What follows belongs to an exercise in optimizing a design on an open flow for a short achievable clock period and few clock cycles; a production flow would make more cautious choices. Power is estimated from default activity; no workload was simulated.

// icache_nway_lru
module icache_nway_lru #(
   parameter int ADDR_W = 32,
   parameter int WAYS   = 4,
   parameter int SETS   = 4,
   parameter int WPL    = 2,
   parameter int NPART  = 2
) (
   input  logic                clk,
   input  logic                reset,
   input  logic                proc_req,
   input  logic [ADDR_W-1:0]   address_from_proc,
   input  logic                flush,
   output logic [31:0]         data_to_proc,
   output logic                proc_resp_valid,
   output logic                hit_miss,
   output logic                busy,
   output logic                ram_req,
   output logic [ADDR_W-1:0]   address_to_ram,
   input  logic [32*WPL-1:0]   data_from_ram,
   input  logic                ram_access_done
);
   localparam int WSEL_W = $clog2(WPL);
   localparam int OFF    = WSEL_W + 2;
   localparam int IDX_W  = $clog2(SETS);
   localparam int TAG_W  = ADDR_W - OFF - IDX_W;
   localparam int NPAIR  = WAYS * (WAYS - 1) / 2;
   logic [SETS-1:0][WAYS-1:0]                  valid_q;
   logic [SETS-1:0][WAYS-1:0][TAG_W-1:0]       tag_q;
   logic [SETS-1:0][WAYS-1:0][WPL-1:0][31:0]   line_q;
  ...
==> module icache_nway_lru, before the edit <==
module icache_nway_lru #(
   parameter int ADDR_W = 32,
   parameter int WAYS   = 4,
   parameter int SETS   = 4,
   parameter int WPL    = 2,
   parameter int NPART  = 2
) (
   input  logic                clk,
   input  logic                reset,
   input  logic                proc_req,
   input  logic [ADDR_W-1:0]   address_from_proc,
   input  logic                flush,
   output logic [31:0]         data_to_proc,
   output logic                proc_resp_valid,
   output logic                hit_miss,
   output logic                busy,
   output logic                ram_req,
   output logic [ADDR_W-1:0]   address_to_ram,
   input  logic [32*WPL-1:0]   data_from_ram,
   input  logic                ram_access_done
);
   localparam int WSEL_W = $clog2(WPL);
   localparam int OFF    = WSEL_W + 2;
   localparam int IDX_W  = $clog2(SETS);
   localparam int TAG_W  = ADDR_W - OFF - IDX_W;
   localparam int NPAIR  = WAYS * (WAYS - 1) / 2;
   logic [SETS-1:0][WAYS-1:0]                  valid_q;
   logic [SETS-1:0][WAYS-1:0][TAG_W-1:0]       tag_q;
   logic [SETS-1:0][WAYS-1:0][WPL-1:0][31:0]   line_q;
   logic [SETS-1:0][NPAIR-1:0]                 ord_q;
   logic [SETS-1:0][WAYS-1:0]                  vic_q;
   logic [ADDR_W-1:OFF] addr_q;      
   logic [TAG_W-1:0]    req_tag_q;   
   logic [SETS-1:0]     req_set_q;   
   logic [WSEL_W-1:0]   req_word_q;
   logic [WAYS-1:0]     hit_oh_q;    
   logic                hit_q;       
   logic                ram_req_q;   
   logic                resp_q;
   logic                hit_miss_q;
   logic                flush_pend_q;  
   logic [NPART-1:0][31:0] part_q;
   logic [TAG_W-1:0]    in_tag;
   logic [IDX_W-1:0]    in_idx;
   logic [WSEL_W-1:0]   in_word;
   logic [SETS-1:0]     in_set;
   logic                accept;    
   logic                lookup;    
   logic [WAYS-1:0]     way_hit;
   logic                any_hit;
   logic [31:0]         hit_data;
   assign in_tag  = address_from_proc[ADDR_W-1:OFF+IDX_W];
   assign in_idx  = address_from_proc[OFF+IDX_W-1:OFF];
   assign in_word = address_from_proc[OFF-1:2];
   assign accept  = proc_req && !ram_req_q;
   assign lookup  = accept && !flush;
   always_comb begin
      for (int s = 0; s < SETS; s++)
         in_set[s] = (in_idx == IDX_W'(s));
   end
   always_comb begin
      for (int w = 0; w < WAYS; w++) begin
         way_hit[w] = 1'b0;
         for (int s = 0; s < SETS; s++)
            way_hit[w] = way_hit[w] ||
                         (in_set[s] && valid_q[s][w] && (tag_q[s][w] == in_tag));
         way_hit[w] = way_hit[w] && lookup;
      end
   end
   assign any_hit = |way_hit;
   logic [WAYS-1:0][31:0] cand;
   always_comb begin
      for (int w = 0; w < WAYS; w++) begin
         cand[w] = '0;
         for (int s = 0; s < SETS; s++)
            cand[w] = cand[w] | ({32{in_set[s]}} & line_q[s][w][in_word]);
      end
   end
   logic [NPART-1:0][31:0] part_d;
   always_comb begin
      for (int g = 0; g < NPART; g++) begin
         part_d[g] = '0;
         for (int w = g * WAYS / NPART; w < (g + 1) * WAYS / NPART; w++)
            part_d[g] = part_d[g] | ({32{way_hit[w]}} & cand[w]);
      end
      if (ram_req_q) part_d[0] = data_from_ram[32*req_word_q +: 32];
   end
   always_comb begin
      hit_data = '0;
      for (int g = 0; g < NPART; g++)
         hit_data = hit_data | part_q[g];
   end
   logic              done;
   logic              upd;        
   logic [WAYS-1:0]   cur_valid;
   logic [NPAIR-1:0]  cur_ord;
   logic [WAYS-1:0]   cur_vic;
   logic [WAYS-1:0]   acc;        
   logic [WAYS-1:0]   nxt_valid;
   logic [NPAIR-1:0]  nxt_ord;
   logic [WAYS-1:0]   lru;
   logic [WAYS-1:0]   nxt_vic;
   assign done = ram_req_q && ram_access_done;
   assign upd  = done || hit_q;
   always_comb begin
      cur_valid = '0;
      cur_ord   = '0;
      cur_vic   = '0;
      for (int s = 0; s < SETS; s++)
         if (req_set_q[s]) begin
            cur_valid = cur_valid | valid_q[s];
            cur_ord   = cur_ord   | ord_q[s];
            cur_vic   = cur_vic   | vic_q[s];
         end
   end
   assign acc       = ram_req_q ? cur_vic : hit_oh_q;
   assign nxt_valid = cur_valid | acc;
   always_comb begin
      int p;
      nxt_ord = cur_ord;
      p = 0;
      for (int i = 0; i < WAYS; i++)
         for (int j = i + 1; j < WAYS; j++) begin
            if (acc[i])      nxt_ord[p] = 1'b0;
            else if (acc[j]) nxt_ord[p] = 1'b1;
            p++;
         end
   end
   always_comb begin
      int p;
      lru = '1;
      p = 0;
      for (int i = 0; i < WAYS; i++)
         for (int j = i + 1; j < WAYS; j++) begin
            if (nxt_ord[p]) lru[j] = 1'b0;
            else            lru[i] = 1'b0;
            p++;
         end
   end
   always_comb begin
      logic found;
      nxt_vic = '0;
      found   = 1'b0;
      for (int w = 0; w < WAYS; w++)
         if (!nxt_valid[w] && !found) begin
            nxt_vic[w] = 1'b1;
            found      = 1'b1;
         end
      if (!found) nxt_vic = lru;
   end
   always_ff @(posedge clk) begin
      addr_q   <= address_from_proc[ADDR_W-1:OFF];
      hit_oh_q <= way_hit;
      part_q   <= part_d;
      if (accept) begin
         req_tag_q  <= in_tag;
         req_set_q  <= in_set;
         req_word_q <= in_word;
      end
   end
   always_ff @(posedge clk) begin
      if (!reset) begin
         ram_req_q    <= 1'b0;
         resp_q       <= 1'b0;
         hit_q        <= 1'b0;
         hit_miss_q   <= 1'b1;
         flush_pend_q <= 1'b0;
      end else begin
         resp_q     <= any_hit || done;
         hit_q      <= any_hit;
         hit_miss_q <= ram_req_q;
         if (ram_req_q) begin
            if (ram_access_done) ram_req_q <= 1'b0;
         end else begin
            ram_req_q <= proc_req && !any_hit;
         end
         if (done)                 flush_pend_q <= 1'b0;
         else if (ram_req_q && flush) flush_pend_q <= 1'b1;
      end
   end
   logic clear;
   assign clear = !reset || (flush && !ram_req_q) || (done && (flush || flush_pend_q));
   always_ff @(posedge clk) begin
      for (int s = 0; s < SETS; s++) begin
         if (clear) begin
            valid_q[s] <= '0;
            ord_q[s]   <= '0;
            vic_q[s]   <= WAYS'(1);
         end else if (upd && req_set_q[s]) begin
            valid_q[s] <= nxt_valid;
            ord_q[s]   <= nxt_ord;
            vic_q[s]   <= nxt_vic;
         end
      end
   end
   always_ff @(posedge clk) begin
      for (int s = 0; s < SETS; s++)
         for (int w = 0; w < WAYS; w++)
            if (reset && done && req_set_q[s] && vic_q[s][w]) begin
               tag_q[s][w]  <= req_tag_q;
               line_q[s][w] <= data_from_ram;
            end
   end
   assign data_to_proc    = hit_data;
   assign proc_resp_valid = resp_q;
   assign hit_miss        = hit_miss_q;
   assign busy            = ram_req_q;
   assign ram_req         = ram_req_q;
   assign address_to_ram  = {addr_q, OFF'(0)};
endmodule
==> flow/config.mk <==
export PLATFORM = sky130hd
export DESIGN_NAME = icache_nway_lru
export DESIGN_NICKNAME = icache_nway_lru
export VERILOG_FILES = /design/flow/design.v
export SDC_FILE = /design/flow/constraint.sdc
export NUM_CORES = 8
export LEC_CHECK = 0
export ABC_CLOCK_PERIOD_IN_PS = 2000
export CAP_MARGIN = 20
export CORE_MARGIN = 2
export CORE_UTILIZATION = 40
export SETUP_SLACK_MARGIN = 5
export SLEW_MARGIN = 20
==> flow/constraint.sdc <==
create_clock -name core_clock -period 8.5 [get_ports {clk}]
set_input_delay 1.7000 -clock core_clock [delete_from_list [all_inputs] [get_ports {clk}]]
set_output_delay 1.7000 -clock core_clock [all_outputs]
set_load 0.01 [all_outputs]
standard.sh (not shown) runs the stock make flow with config.mk's settings and CLKGATE_MAP_FILE= SYNTH_SCRIPT=/design/flow/synth_recipe.tcl, a recipe that flattens the netlist after the stock synthesis.
==> flow/flow/run.sh <==
#!/bin/bash
# Standard layout, with timing repair aiming further below the clock period.
set -euo pipefail
bash standard.sh SETUP_SLACK_MARGIN=6 finish > orfs_make.log 2>&1
Rerun with:
--- a/flow/design.v
+++ b/flow/design.v
@@ -3,7 +3,8 @@
    parameter int WAYS   = 4,
    parameter int SETS   = 4,
    parameter int WPL    = 2,
-   parameter int NPART  = 2
+   parameter int NPART  = 2,
+   parameter int TDUP   = 2
 ) (
    input  logic                clk,
    input  logic                reset,
@@ -24,8 +25,15 @@
    localparam int IDX_W  = $clog2(SETS);
    localparam int TAG_W  = ADDR_W - OFF - IDX_W;
    localparam int NPAIR  = WAYS * (WAYS - 1) / 2;
+   logic [TDUP-1:0][TAG_W-1:0] tag_mask;
+   for (genvar gk = 0; gk < TDUP; gk++) begin : g_tag_mask_k
+      for (genvar gb = 0; gb < TAG_W; gb++) begin : g_tag_mask_b
+         assign tag_mask[gk][gb] = (gk == 1) || (gk == 2 && gb % 2 == 0) ||
+                                   (gk == 3 && gb % 2 == 1);
+      end
+   end
    logic [SETS-1:0][WAYS-1:0]                  valid_q;
-   logic [SETS-1:0][WAYS-1:0][TAG_W-1:0]       tag_q;
+   logic [TDUP-1:0][SETS-1:0][WAYS-1:0][TAG_W-1:0] tag_q;
    logic [SETS-1:0][WAYS-1:0][WPL-1:0][31:0]   line_q;
    logic [SETS-1:0][NPAIR-1:0]                 ord_q;
    logic [SETS-1:0][WAYS-1:0]                  vic_q;
@@ -39,7 +47,7 @@
    logic                resp_q;
    logic                hit_miss_q;
    logic                flush_pend_q;  
-   logic [NPART-1:0][31:0] part_q;
+   logic [NPART-1:0][31:0] part_n_q;  
    logic [TAG_W-1:0]    in_tag;
    logic [IDX_W-1:0]    in_idx;
    logic [WSEL_W-1:0]   in_word;
@@ -58,15 +66,18 @@
       for (int s = 0; s < SETS; s++)
          in_set[s] = (in_idx == IDX_W'(s));
    end
-   always_comb begin
-      for (int w = 0; w < WAYS; w++) begin
-         way_hit[w] = 1'b0;
-         for (int s = 0; s < SETS; s++)
-            way_hit[w] = way_hit[w] ||
-                         (in_set[s] && valid_q[s][w] && (tag_q[s][w] == in_tag));
-         way_hit[w] = way_hit[w] && lookup;
-      end
-   end
+   logic [TDUP-1:0][WAYS-1:0] way_hit_k;
+   always_comb begin
+      for (int k = 0; k < TDUP; k++)
+         for (int w = 0; w < WAYS; w++) begin
+            way_hit_k[k][w] = 1'b0;
+            for (int s = 0; s < SETS; s++)
+               way_hit_k[k][w] = way_hit_k[k][w] ||
+                  (in_set[s] && valid_q[s][w] && ((tag_q[k][s][w] ^ tag_mask[k]) == in_tag));
+            way_hit_k[k][w] = way_hit_k[k][w] && lookup;
+         end
+   end
+   assign way_hit = way_hit_k[0];
    assign any_hit = |way_hit;
    logic [WAYS-1:0][31:0] cand;
    always_comb begin
@@ -81,14 +92,16 @@
       for (int g = 0; g < NPART; g++) begin
          part_d[g] = '0;
          for (int w = g * WAYS / NPART; w < (g + 1) * WAYS / NPART; w++)
-            part_d[g] = part_d[g] | ({32{way_hit[w]}} & cand[w]);
+            for (int b = 0; b < 32; b++)
+               part_d[g][b] = part_d[g][b] | (way_hit_k[b * TDUP / 32][w] & cand[w][b]);
       end
       if (ram_req_q) part_d[0] = data_from_ram[32*req_word_q +: 32];
    end
    always_comb begin
-      hit_data = '0;
+      hit_data = '1;
       for (int g = 0; g < NPART; g++)
-         hit_data = hit_data | part_q[g];
+         hit_data = hit_data & part_n_q[g];
+      hit_data = ~hit_data;
    end
    logic              done;
    logic              upd;        
@@ -151,7 +164,7 @@
    always_ff @(posedge clk) begin
       addr_q   <= address_from_proc[ADDR_W-1:OFF];
       hit_oh_q <= way_hit;
-      part_q   <= part_d;
+      part_n_q <= ~part_d;
       if (accept) begin
          req_tag_q  <= in_tag;
          req_set_q  <= in_set;
@@ -197,7 +210,8 @@
       for (int s = 0; s < SETS; s++)
          for (int w = 0; w < WAYS; w++)
             if (reset && done && req_set_q[s] && vic_q[s][w]) begin
-               tag_q[s][w]  <= req_tag_q;
+               for (int k = 0; k < TDUP; k++)
+                  tag_q[k][s][w] <= req_tag_q ^ tag_mask[k];
                line_q[s][w] <= data_from_ram;
             end
    end
Outcome:
- The new run finished clean
- core utilization shrinks by 1.3 points
- die area grows by a quarter to a third
- via count grows by a quarter to a third
- cell count grows by a quarter to a third
- total power grows by a quarter to a third
- worst setup slack is better by 0.029 ns
- count of clock-buffer cells in the layout grows by 63
- clock skew grows by 0.019 ns
- synthesized cell count grows by a quarter to a third
- maximum frequency grows slightly
- global-route usage shrinks by 0.80 points
- critical path depth grows by 9
- sequential share of layout area grows by 0.57 points
Function was not checked in any run of this note: the RTL went through the layout flow alone.

-- what the ideal ports hide --
Ports are ideal in the flow. The routed layouts listed here were re-timed in OpenROAD.
Step 1 sets driving cells, clkbuf_16 on the clock port and buf_2 on the other inputs (assumed; they add their load-dependent delay and slew).
Step 2, shift: input delay + t, output delay - t, t = (earliest + latest rising clock arrival at the registers) / 2. This alone moves slack from input paths to output paths.
a / b / c = ideal / step 1 / step 2; a / b = the first two.
run | t, ns | setup slack, ns | hold WS [ns] | worst slew at a driven data input, ns | pins driven straight from the clock port
the first run | 0.898 | 5.249 / 5.157 / 4.348 | 0.453 / 0.453 / 0.453 | 0.32 | 1
the second run | 0.925 | 5.278 / 4.867 / 3.942 | 0.451 / 0.451 / 0.451 | 0.56 | 1
After both steps setup and hold are still met in every run listed. The setup slack of the second run, which loses most, moves by -0.411 ns with the drivers and by -1.336 ns with both steps.
